This is an optimization exercise on Yosys and OpenROAD, whose aim is small area and a short achievable clock period, not a production implementation.
In this exercise RTL edits were held to simulation tests only and were not proved equivalent to the original.

<file path="design/flow/design.v">
`timescale 1ns/1ps
package dsb_pkg;
    localparam int NUM_PORTS = 5;
    localparam int COORD_W = 3;
    localparam int PAYLOAD_W = 10;
    localparam int FLIT_W = 2 * COORD_W + PAYLOAD_W;
    typedef enum logic [2:0] {
        PORT_S = 3'd0,
        PORT_W = 3'd1,
        PORT_N = 3'd2,
        PORT_E = 3'd3,
        PORT_P = 3'd4
    } port_e;
    typedef struct packed {
        logic [COORD_W-1:0]   dest_x;
        logic [COORD_W-1:0]   dest_y;
        logic [PAYLOAD_W-1:0] payload;
    } flit_t;
endpackage
`timescale 1ns/1ps
module flit_fifo #(
    parameter int DEPTH = 4
) (
    input  logic           clk,
    input  logic           rst,
    input  logic           push_i,
    input  logic           pop_i,
    input  logic [dsb_pkg::FLIT_W-1:0] data_i,
    output logic [dsb_pkg::FLIT_W-1:0] data_o,
    output logic           empty_o,
    output logic           full_o
);
    localparam int PTR_W = (DEPTH > 1) ? $clog2(DEPTH) : 1;
    localparam int CNT_W = $clog2(DEPTH + 1);
    logic [dsb_pkg::FLIT_W-1:0] mem [DEPTH];
    logic [PTR_W-1:0]           wr_ptr;
    logic [PTR_W-1:0]           rd_ptr;
    logic [CNT_W-1:0]           count;
    assign empty_o = (count == '0);
    assign full_o  = (count == CNT_W'(DEPTH));
    assign data_o  = mem[rd_ptr];
    always_ff @(posedge clk) begin
        if (push_i) begin
            mem[wr_ptr] <= data_i;
        end
    end
    always_ff @(posedge clk or posedge rst) begin
        if (rst) begin
            wr_ptr <= '0;
            rd_ptr <= '0;
            count  <= '0;
        end else begin
            if (push_i) begin
                wr_ptr <= (wr_ptr == PTR_W'(DEPTH - 1)) ? '0 : wr_ptr + 1'b1;
            end
            if (pop_i) begin
                rd_ptr <= (rd_ptr == PTR_W'(DEPTH - 1)) ? '0 : rd_ptr + 1'b1;
            end
            count <= count + CNT_W'(push_i) - CNT_W'(pop_i);
        end
    end
endmodule
`timescale 1ns/1ps
module rr_arbiter (
    input  logic                          clk,
    input  logic                          rst,
    input  logic [dsb_pkg::NUM_PORTS-1:0] req_i,
    input  logic                          advance_i,
    output logic [dsb_pkg::NUM_PORTS-1:0] gnt_o
);
    localparam int N     = dsb_pkg::NUM_PORTS;
    localparam int PTR_W = $clog2(N);
    logic [PTR_W-1:0] ptr;
    logic [PTR_W-1:0] win;
    always_comb begin
        int   idx;
        logic found;
        gnt_o = '0;
        win   = ptr;
        found = 1'b0;
        for (int off = 0; off < N; off++) begin
            idx = (int'(ptr) + off) % N;
            if (!found && req_i[idx]) begin
                gnt_o[idx] = 1'b1;
                win        = PTR_W'(idx);
                found      = 1'b1;
            end
        end
    end
    always_ff @(posedge clk or posedge rst) begin
        if (rst) begin
            ptr <= '0;
        end else if (|gnt_o) begin
            if (advance_i) begin
                ptr <= (win == PTR_W'(N - 1)) ? '0 : win + 1'b1;
            end else begin
                ptr <= win;
            end
        end
    end
endmodule
`timescale 1ns/1ps
module input_port #(
    parameter int FIFO_DEPTH = 4
) (
    input  logic                        clk,
    input  logic                        rst,
    input  logic                        req_i,
    input  logic [dsb_pkg::FLIT_W-1:0]  data_i,
    input  logic [dsb_pkg::COORD_W-1:0] lx_i,
    input  logic [dsb_pkg::COORD_W-1:0] ly_i,
    output logic                        ack_o,
    output logic                        valid_o,
    output logic [dsb_pkg::FLIT_W-1:0]  flit_o,
    output logic [2:0]                  dest_o,
    input  logic                        take_i
);
    logic           empty;
    logic           full;
    dsb_pkg::flit_t head;
    assign ack_o = req_i && !full;
    flit_fifo #(.DEPTH(FIFO_DEPTH)) u_fifo (
        .clk     (clk),
        .rst     (rst),
        .push_i  (ack_o),
        .pop_i   (take_i),
        .data_i  (data_i),
        .data_o  (head),
        .empty_o (empty),
        .full_o  (full)
    );
    assign valid_o = !empty;
    assign flit_o  = head;
    always_comb begin
        if (head.dest_x > lx_i) begin
            dest_o = dsb_pkg::PORT_E;
        end else if (head.dest_x < lx_i) begin
            dest_o = dsb_pkg::PORT_W;
        end else if (head.dest_y > ly_i) begin
            dest_o = dsb_pkg::PORT_N;
        end else if (head.dest_y < ly_i) begin
            dest_o = dsb_pkg::PORT_S;
        end else begin
            dest_o = dsb_pkg::PORT_P;
        end
    end
endmodule
`timescale 1ns/1ps
module mm_alloc #(
    parameter int FIFO_DEPTH = 4
) (
    input  logic                                          clk,
    input  logic                                          rst,
    input  logic [dsb_pkg::NUM_PORTS-1:0]                 in_valid_i,
    input  logic [dsb_pkg::NUM_PORTS*dsb_pkg::FLIT_W-1:0] in_flit_i,
    input  logic [dsb_pkg::NUM_PORTS*3-1:0]               in_dest_i,
    output logic [dsb_pkg::NUM_PORTS-1:0]                 in_take_o,
    output logic [dsb_pkg::NUM_PORTS-1:0]                 mm_valid_o,
    output logic [dsb_pkg::NUM_PORTS*dsb_pkg::FLIT_W-1:0] mm_flit_o,
    output logic [dsb_pkg::NUM_PORTS*3-1:0]               mm_dest_o,
    input  logic [dsb_pkg::NUM_PORTS-1:0]                 mm_take_i
);
    localparam int N = dsb_pkg::NUM_PORTS;
    localparam int W = dsb_pkg::FLIT_W;
    logic [N-1:0][N-1:0] compat;
    logic [N-1:0][N-1:0] arb_gnt;
    logic [N-1:0][N-1:0] final_gnt;
    logic [N-1:0][N-1:0] col_gnt;
    logic [N-1:0]        mm_push;
    logic [N-1:0]        mm_empty;
    logic [N-1:0]        mm_full;
    logic [N-1:0][W-1:0] mm_wdata;
    logic [N-1:0][2:0]   mm_wtype;
    logic [N-1:0][2:0]   mm_type;
    for (genvar i = 0; i < N; i++) begin : g_in
        assign in_take_o[i] = |final_gnt[i];
        for (genvar j = 0; j < N; j++) begin : g_compat
            assign compat[i][j] = in_valid_i[i] && !mm_full[j] &&
                                  (mm_empty[j] || (mm_type[j] == in_dest_i[i*3 +: 3]));
        end
        rr_arbiter u_arb (
            .clk       (clk),
            .rst       (rst),
            .req_i     (compat[i]),
            .advance_i (|final_gnt[i]),
            .gnt_o     (arb_gnt[i])
        );
    end
    always_comb begin
        logic [N-1:0] used;
        used = '0;
        for (int i = 0; i < N; i++) begin
            final_gnt[i] = arb_gnt[i] & ~used;
            used         = used | final_gnt[i];
        end
        for (int j = 0; j < N; j++) begin
            for (int i = 0; i < N; i++) begin
                col_gnt[j][i] = final_gnt[i][j];
            end
        end
    end
    always_comb begin
        for (int j = 0; j < N; j++) begin
            mm_wdata[j] = '0;
            mm_wtype[j] = 3'(dsb_pkg::PORT_S);
            for (int i = 0; i < N; i++) begin
                if (col_gnt[j][i]) begin
                    mm_wdata[j] = in_flit_i[i*W +: W];
                    mm_wtype[j] = in_dest_i[i*3 +: 3];
                end
            end
        end
    end
    for (genvar j = 0; j < N; j++) begin : g_mm
        assign mm_push[j] = |col_gnt[j];
        always_ff @(posedge clk or posedge rst) begin
            if (rst) begin
                mm_type[j] <= 3'(dsb_pkg::PORT_S);
            end else if (mm_push[j] && mm_empty[j]) begin
                mm_type[j] <= mm_wtype[j];
            end
        end
        flit_fifo #(.DEPTH(FIFO_DEPTH)) u_mem (
            .clk     (clk),
            .rst     (rst),
            .push_i  (mm_push[j]),
            .pop_i   (mm_take_i[j]),
            .data_i  (mm_wdata[j]),
            .data_o  (mm_flit_o[j*W +: W]),
            .empty_o (mm_empty[j]),
            .full_o  (mm_full[j])
        );
        assign mm_valid_o[j]       = !mm_empty[j];
        assign mm_dest_o[j*3 +: 3] = mm_type[j];
    end
endmodule
`timescale 1ns/1ps
module output_alloc (
    input  logic [dsb_pkg::NUM_PORTS-1:0]                 mm_valid_i,
    input  logic [dsb_pkg::NUM_PORTS*dsb_pkg::FLIT_W-1:0] mm_flit_i,
    input  logic [dsb_pkg::NUM_PORTS*3-1:0]               mm_dest_i,
    output logic [dsb_pkg::NUM_PORTS-1:0]                 mm_take_o,
    input  logic                                          clk,
    input  logic                                          rst,
    input  logic [dsb_pkg::NUM_PORTS-1:0]                 ack_i,
    output logic [dsb_pkg::NUM_PORTS-1:0]                 req_o,
    output logic [dsb_pkg::NUM_PORTS*dsb_pkg::FLIT_W-1:0] data_o
);
    localparam int N = dsb_pkg::NUM_PORTS;
    localparam int W = dsb_pkg::FLIT_W;
    logic [N-1:0][N-1:0] out_req;
    logic [N-1:0][N-1:0] out_gnt;
    always_comb begin
        mm_take_o = '0;
        for (int k = 0; k < N; k++) begin
            if (ack_i[k]) begin
                mm_take_o = mm_take_o | out_gnt[k];
            end
        end
    end
    for (genvar k = 0; k < N; k++) begin : g_out
        for (genvar j = 0; j < N; j++) begin : g_req
            assign out_req[k][j] = mm_valid_i[j] && (mm_dest_i[j*3 +: 3] == 3'(k));
        end
        rr_arbiter u_arb (
            .clk       (clk),
            .rst       (rst),
            .req_i     (out_req[k]),
            .advance_i (req_o[k] && ack_i[k]),
            .gnt_o     (out_gnt[k])
        );
        assign req_o[k] = |out_gnt[k];
        always_comb begin
            data_o[k*W +: W] = '0;
            for (int j = 0; j < N; j++) begin
                if (out_gnt[k][j]) begin
                    data_o[k*W +: W] = mm_flit_i[j*W +: W];
                end
            end
        end
    end
endmodule
`timescale 1ns/1ps
module dsb_router #(
    parameter int FIFO_DEPTH = 4
) (
    input  logic                                          clk,
    input  logic                                          rst,
    input  logic [dsb_pkg::COORD_W-1:0]                   lx_i,
    input  logic [dsb_pkg::COORD_W-1:0]                   ly_i,
    input  logic [dsb_pkg::NUM_PORTS-1:0]                 in_req_i,
    input  logic [dsb_pkg::NUM_PORTS*dsb_pkg::FLIT_W-1:0] in_data_i,
    output logic [dsb_pkg::NUM_PORTS-1:0]                 in_ack_o,
    output logic [dsb_pkg::NUM_PORTS-1:0]                 out_req_o,
    output logic [dsb_pkg::NUM_PORTS*dsb_pkg::FLIT_W-1:0] out_data_o,
    input  logic [dsb_pkg::NUM_PORTS-1:0]                 out_ack_i
);
    localparam int N = dsb_pkg::NUM_PORTS;
    localparam int W = dsb_pkg::FLIT_W;
    logic [N-1:0]   in_valid;
    logic [N*W-1:0] in_flit;
    logic [N*3-1:0] in_dest;
    logic [N-1:0]   in_take;
    logic [N-1:0]   mm_valid;
    logic [N*W-1:0] mm_flit;
    logic [N*3-1:0] mm_dest;
    logic [N-1:0]   mm_take;
    for (genvar i = 0; i < N; i++) begin : g_port
        input_port #(.FIFO_DEPTH(FIFO_DEPTH)) u_in (
            .clk     (clk),
            .rst     (rst),
            .req_i   (in_req_i[i]),
            .data_i  (in_data_i[i*W +: W]),
            .lx_i    (lx_i),
            .ly_i    (ly_i),
            .ack_o   (in_ack_o[i]),
            .valid_o (in_valid[i]),
            .flit_o  (in_flit[i*W +: W]),
            .dest_o  (in_dest[i*3 +: 3]),
            .take_i  (in_take[i])
        );
    end
    mm_alloc #(.FIFO_DEPTH(FIFO_DEPTH)) u_mm (
        .clk        (clk),
        .rst        (rst),
        .in_valid_i (in_valid),
        .in_flit_i  (in_flit),
        .in_dest_i  (in_dest),
        .in_take_o  (in_take),
        .mm_valid_o (mm_valid),
        .mm_flit_o  (mm_flit),
        .mm_dest_o  (mm_dest),
        .mm_take_i  (mm_take)
    );
    output_alloc u_out (
        .mm_valid_i (mm_valid),
        .mm_flit_i  (mm_flit),
        .mm_dest_i  (mm_dest),
        .mm_take_o  (mm_take),
        .clk        (clk),
        .rst        (rst),
        .ack_i      (out_ack_i),
        .req_o      (out_req_o),
        .data_o     (out_data_o)
    );
endmodule
</file>
<file path="design/flow/run.sh">
#!/bin/bash
# synth_recipe.tcl (not shown) runs the flow's synth.tcl, then flattens the netlist and writes it again
# the make line also repeats each setting of config.mk as NAME=value (left out here)
make -C /OpenROAD-flow-scripts/flow DESIGN_CONFIG=/design/flow/config.mk WORK_HOME=/design/flow/orfs CLKGATE_MAP_FILE= SYNTH_SCRIPT=/design/flow/synth_recipe.tcl finish
</file>
<file path="design/flow/config.mk">
export PLATFORM = sky130hd
export DESIGN_NAME = dsb_router
export DESIGN_NICKNAME = dsb_router
export VERILOG_FILES = /design/flow/design.v
export SDC_FILE = /design/flow/constraint.sdc
export NUM_CORES = 4
export LEC_CHECK = 0
export ABC_AREA = 1
export CAP_MARGIN = 20
export CELL_PAD_IN_SITES_DETAIL_PLACEMENT = 1
export CELL_PAD_IN_SITES_GLOBAL_PLACEMENT = 1
export CORE_MARGIN = 2
export CORE_UTILIZATION = 30
export PLACE_DENSITY = 0.5
export SLEW_MARGIN = 20
</file>
<file path="design/flow/constraint.sdc">
create_clock -name core_clock -period 8.0 [get_ports {clk}]
set_input_delay 1.6000 -clock core_clock [delete_from_list [all_inputs] [get_ports {clk}]]
set_output_delay 1.6000 -clock core_clock [all_outputs]
set_load 0.01 [all_outputs]
</file>
==> summary.json <==
{
  "run_status": {"value": "finished clean"},
  "fmaxAchievable": {"value": 131.3, "unit": "MHz"},
  "cp_slowest_cell": {"value": "sky130_fd_sc_hd__clkdlybuf4s50_1"},
  "holdPathStages": {"value": 1},
  "min-delay-start": {"value": "g_port[2].u_in.u_fifo.count[1]"},
  "drt_pass1_iterations": {"value": 5},
  "layout_commonest_cell": {"value": "sky130_fd_sc_hd__nand2_1"},
  "place.port_buffers": {"value": 187},
  "place_hpwl": {"value": 237300, "unit": "um"},
  "data_required_time_at_the_worst_endpoint": {"value": 6.40, "unit": "ns"},
  "final.period_utilization": {"value": 95.24, "unit": "%"},
  "drt_drc_violations_left": {"value": 0},
  "tritoncts.num_buffers": {"value": 93},
  "cts-root-buf": {"value": "sky130_fd_sc_hd__clkbuf_16"},
  "finalSetupViolCount": {"value": 0},
  "overall_die_area": {"value": 232600, "unit": "um^2"},
  "routed_wirelength": {"value": 299300, "unit": "um"},
  "num_rows": {"value": 175},
  "grt_start_max_net_pins": {"value": 63},
  "synth_edf_count": {"value": 640},
  "via_count_of_the_first_global_routing_pass": {"value": 69350},
  "worst_clock_skew": {"value": 0.08189, "unit": "ns"},
  "global_route_wire_length_before_repair": {"value": 445400, "unit": "um"},
  "mostFrequentLayoutCells": {"value": "sky130_fd_sc_hd__nand2_1, sky130_fd_sc_hd__inv_1, sky130_fd_sc_hd__nor2_1, sky130_fd_sc_hd__nand3_1, sky130_fd_sc_hd__edfxtp_1"},
  "min_path_type": {"value": "register to register"},
  "clkSinkCount": {"value": 755},
  "setup.worst_path.start_class": {"value": "register"},
  "asyncSetResetFlopFracSynth": {"value": 15.23, "unit": "%"},
  "cts-root-to-sink-buffers": {"value": 3},
  "criticalPathCategory": {"value": "register to primary output"},
  "initial_utilization": {"value": 30.16, "unit": "%"},
  "max_stage_delay": {"value": 0.56, "unit": "ns"},
  "routed_via_density": {"value": 5.170},
  "timing.max_cap.violations": {"value": 0},
  "crit_start": {"value": "u_out.g_out[1].u_arb.ptr[1]"},
  "number_of_fillers_in_the_final_layout": {"value": 28190},
  "final_layout_size_suffix_gt1_share": {"value": 10.99, "unit": "%"},
  "antenna_violations_before_repair": {"value": 16},
  "number_of_vias_after_detailed_routing": {"value": 68740},
  "mapped_cell_area": {"value": 68620, "unit": "um^2"},
  "routability_driven_placement_congestion_ratio": {"value": 0.9344},
  "r2r_start": {"value": "g_port[2].u_in.u_fifo.rd_ptr[0]"},
  "part_of_the_yosys_area_used_for_sequential_elements": {"value": 32.20, "unit": "%"},
  "die_w": {"value": 482.3, "unit": "um"},
  "relSlewSlack": {"value": 18.75, "unit": "%"},
  "finalCriticalPeriod": {"value": 7.619, "unit": "ns"},
  "global_route.usage.total": {"value": 25.13, "unit": "%"},
  "cts-htree-levels": {"value": 3},
  "clk_pin_slew": {"value": 0.06, "unit": "ns"},
  "worst-slew-pin-transition": {"value": 1.219, "unit": "ns"},
  "syn2layout_area_growth": {"value": 16.14, "unit": "%"},
  "fin_tns_setup": {"value": 0, "unit": "ns"},
  "hold_violations": {"value": 0},
  "final_max_slew_viol_count": {"value": 0},
  "cts_tree": {"value": "yes"},
  "worstPathArrival": {"value": 6.02, "unit": "ns"},
  "synthCells": {"value": 9841},
  "synthesis.yosys.warnings": {"value": 5},
  "path_max_fanout": {"value": 10},
  "r2r.worst_path.cells": {"value": 26},
  "finalNetCount": {"value": 10730},
  "postRouteAntennaNets": {"value": 0},
  "fin_worst_hold_slack": {"value": 0.4805, "unit": "ns"},
  "yosys_most_used_dff": {"value": "sky130_fd_sc_hd__edfxtp_1"},
  "netlist-cell-type-count": {"value": 88},
  "io-pin-count": {"value": 188},
  "core_area": {"value": 227500, "unit": "um^2"},
  "die_height": {"value": 482.3, "unit": "um"},
  "drt_iter0_drc": {"value": 4365},
  "endpoint_kind": {"value": "primary output"},
  "globalRoute.totalOverflow": {"value": 0},
  "wire_per_inst": {"value": 22.51, "unit": "um"},
  "synth-seq-cells": {"value": 755},
  "worstSkewPairLatency": {"value": 0.77, "unit": "ns"},
  "syn-mean-instance-area": {"value": 6.973, "unit": "um^2"}
}
## worst max-delay path: cells and delay by family (launching register included)
kind / cells / cell delay [ns]
AO/OA/AOI/OAI: 1 / 0.10
XOR/XNOR: 2 / 0.37
adder cells (fa/ha/maj): 4 / 0.91
buffers and inverters: 7 / 1.29
flip-flops: 1 / 0.45
AND/OR/NAND/NOR: 16 / 2.12
## cell type report
| class | instances | area [um^2] | share of cell area [%] |
|---|---|---|---|
| timing repair buffer | 490 | 4587 | 5.755 |
| tap | 3009 | 3765 | 4.724 |
| antenna | 6 | 15.01 | 0.01884 |
| sequential | 755 | 22100 | 27.73 |
| multi-input combinational | 7537 | 41230 | 51.73 |
| clock inverter | 48 | 521.8 | 0.6546 |
| clock buffer | 123 | 2470 | 3.099 |
| inverter | 1328 | 5012 | 6.289 |
## sequential cells by signal, summed over array words and instances (netlist names)
register / cells
u_mm.g_in.u_arb.ptr: 15
u_mm.g_mm.u_mem.mem: 320
g_port.u_in.u_fifo.count: 15
u_mm.g_mm.u_mem.rd_ptr: 10
g_port.u_in.u_fifo.mem: 320
g_port.u_in.u_fifo.wr_ptr: 10
g_port.u_in.u_fifo.rd_ptr: 10
u_mm.g_mm.u_mem.count: 15
u_out.g_out.u_arb.ptr: 15
u_mm.g_mm.u_mem.wr_ptr: 10
u_mm.mm_type: 15
## metrics by stage
step | std cells | utilization (%) | cell area (um^2) | worst slack (ns)
after floorplan | 9853 | - | 68670 | 1.350
after CTS | 13240 | 34.48 | 78440 | 0.002167
after global routing | 13290 | 35.03 | 79690 | -0.04244
after global placement | 13060 | 33.03 | 75150 | 0.3413
after detailed placement | 13060 | 33.03 | 75150 | 0.2797
final | 13300 | 35.03 | 79700 | 0.3811
## repair_timing
action | 4_1_cts | 5_1_grt
hold buffers | 0 | 0
pin swaps | 5 | 29
gates cloned | 1 | 2
endpoints found under the setup margin | 85 | 85
setup buffers | 9 | 50
gates resized for setup | 50 | 244
## cell families after synthesis
| logic type | after synthesis | share of synthesized area (%) |
|---|---|---|
| buffers and inverters | 1562 | 8.925 |
| xor gates and xnor gates | 228 | 3.129 |
| other | 1 | 0.005465 |
| DFF | 755 | 32.20 |
| adders and majority gates | 428 | 7.924 |
| AOI/OAI and AO/OA | 1504 | 13.07 |
| and+or+nand+nor | 5362 | 34.73 |
| muxes | 1 | 0.01459 |
## cells in the mapped netlist (66+ instances only)
cell / number / area share [%]
sky130_fd_sc_hd__a21oi_1: 356 / 2.6
sky130_fd_sc_hd__a32oi_1: 68 / 0.87
sky130_fd_sc_hd__clkbuf_1: 135 / 0.74
sky130_fd_sc_hd__dfrtp_1: 115 / 4.2
sky130_fd_sc_hd__edfxtp_1: 640 / 28
sky130_fd_sc_hd__ha_1: 417 / 7.6
sky130_fd_sc_hd__inv_1: 1201 / 6.6
sky130_fd_sc_hd__inv_2: 113 / 0.62
sky130_fd_sc_hd__nand2_1: 2732 / 15
sky130_fd_sc_hd__nand2_2: 85 / 0.77
sky130_fd_sc_hd__nand3_1: 760 / 5.5
sky130_fd_sc_hd__nand4_1: 219 / 2.0
sky130_fd_sc_hd__nor2_1: 1054 / 5.8
sky130_fd_sc_hd__nor2_2: 66 / 0.60
sky130_fd_sc_hd__nor3_1: 102 / 0.74
sky130_fd_sc_hd__o211ai_1: 68 / 0.74
sky130_fd_sc_hd__o21ai_0: 541 / 3.9
sky130_fd_sc_hd__o21ai_1: 87 / 0.63
sky130_fd_sc_hd__o22ai_1: 136 / 1.2
sky130_fd_sc_hd__or2_2: 89 / 0.81
sky130_fd_sc_hd__xor2_1: 159 / 2.0
## path summary, 6_finish.rpt
| path | end | slack, ns |
|---|---|---|
| max in group asynchronous | u_out.g_out[1].u_arb.ptr[1] | 5.20 |
| min | g_port[2].u_in.u_fifo.count[2] | 0.48 |
| max | out_data_o[31] | 0.38 |
| max reg2reg | u_mm.g_mm[2].u_mem.mem[1][6] | 0.53 |
| min reg2reg | g_port[2].u_in.u_fifo.count[2] | 0.48 |
| min in group asynchronous | u_out.g_out[2].u_arb.ptr[2] | 1.37 |
## metal layers
| metal | global-route usage [%] | vias to the layer above | share of wire, % |
|---|---|---|---|
| met5 | 0 | - | 0.0080 |
| met4 | 6.806 | 4 | 2.9 |
| li1 | - | 33480 | - |
| met3 | 2.347 | 363 | 3.9 |
| met2 | 41.35 | 1294 | 45 |
| met1 | 35.05 | 33600 | 48 |

==> port drivers added, routing unchanged <==
How much do the figures lean on ideal ports? The routed layout below was timed once more, with nothing changed but the port constraints. Step 1 (the two cells are an assumption about what drives the block):
set clk [get_ports {clk}]
set_driving_cell -lib_cell sky130_fd_sc_hd__clkbuf_16 $clk
set_driving_cell -lib_cell sky130_fd_sc_hd__buf_2 [delete_from_list [all_inputs] $clk]
Step 2 moves the port delays by t, midway between the first and last clock arrival at a register: inputs arrive t later, outputs are due t later. That takes back most of the time a late clock gives input paths. Three values: no drivers, after step 1, after step 2; two values: the first two.
shift t [ns]: 0.818
slack for setup (ns): 0.381 / 0.292 / 0.183
latest minus earliest clock arrival (ns): 0.082 / 0.082
slew at the worst register clock pin (ns): 0.08 / 0.08
worst slew at a driven data input, ns: 0.15
After both steps setup and hold are still met in this run. For this run, drivers alone change the setup slack by -0.089 ns; drivers and shift together by -0.198 ns.
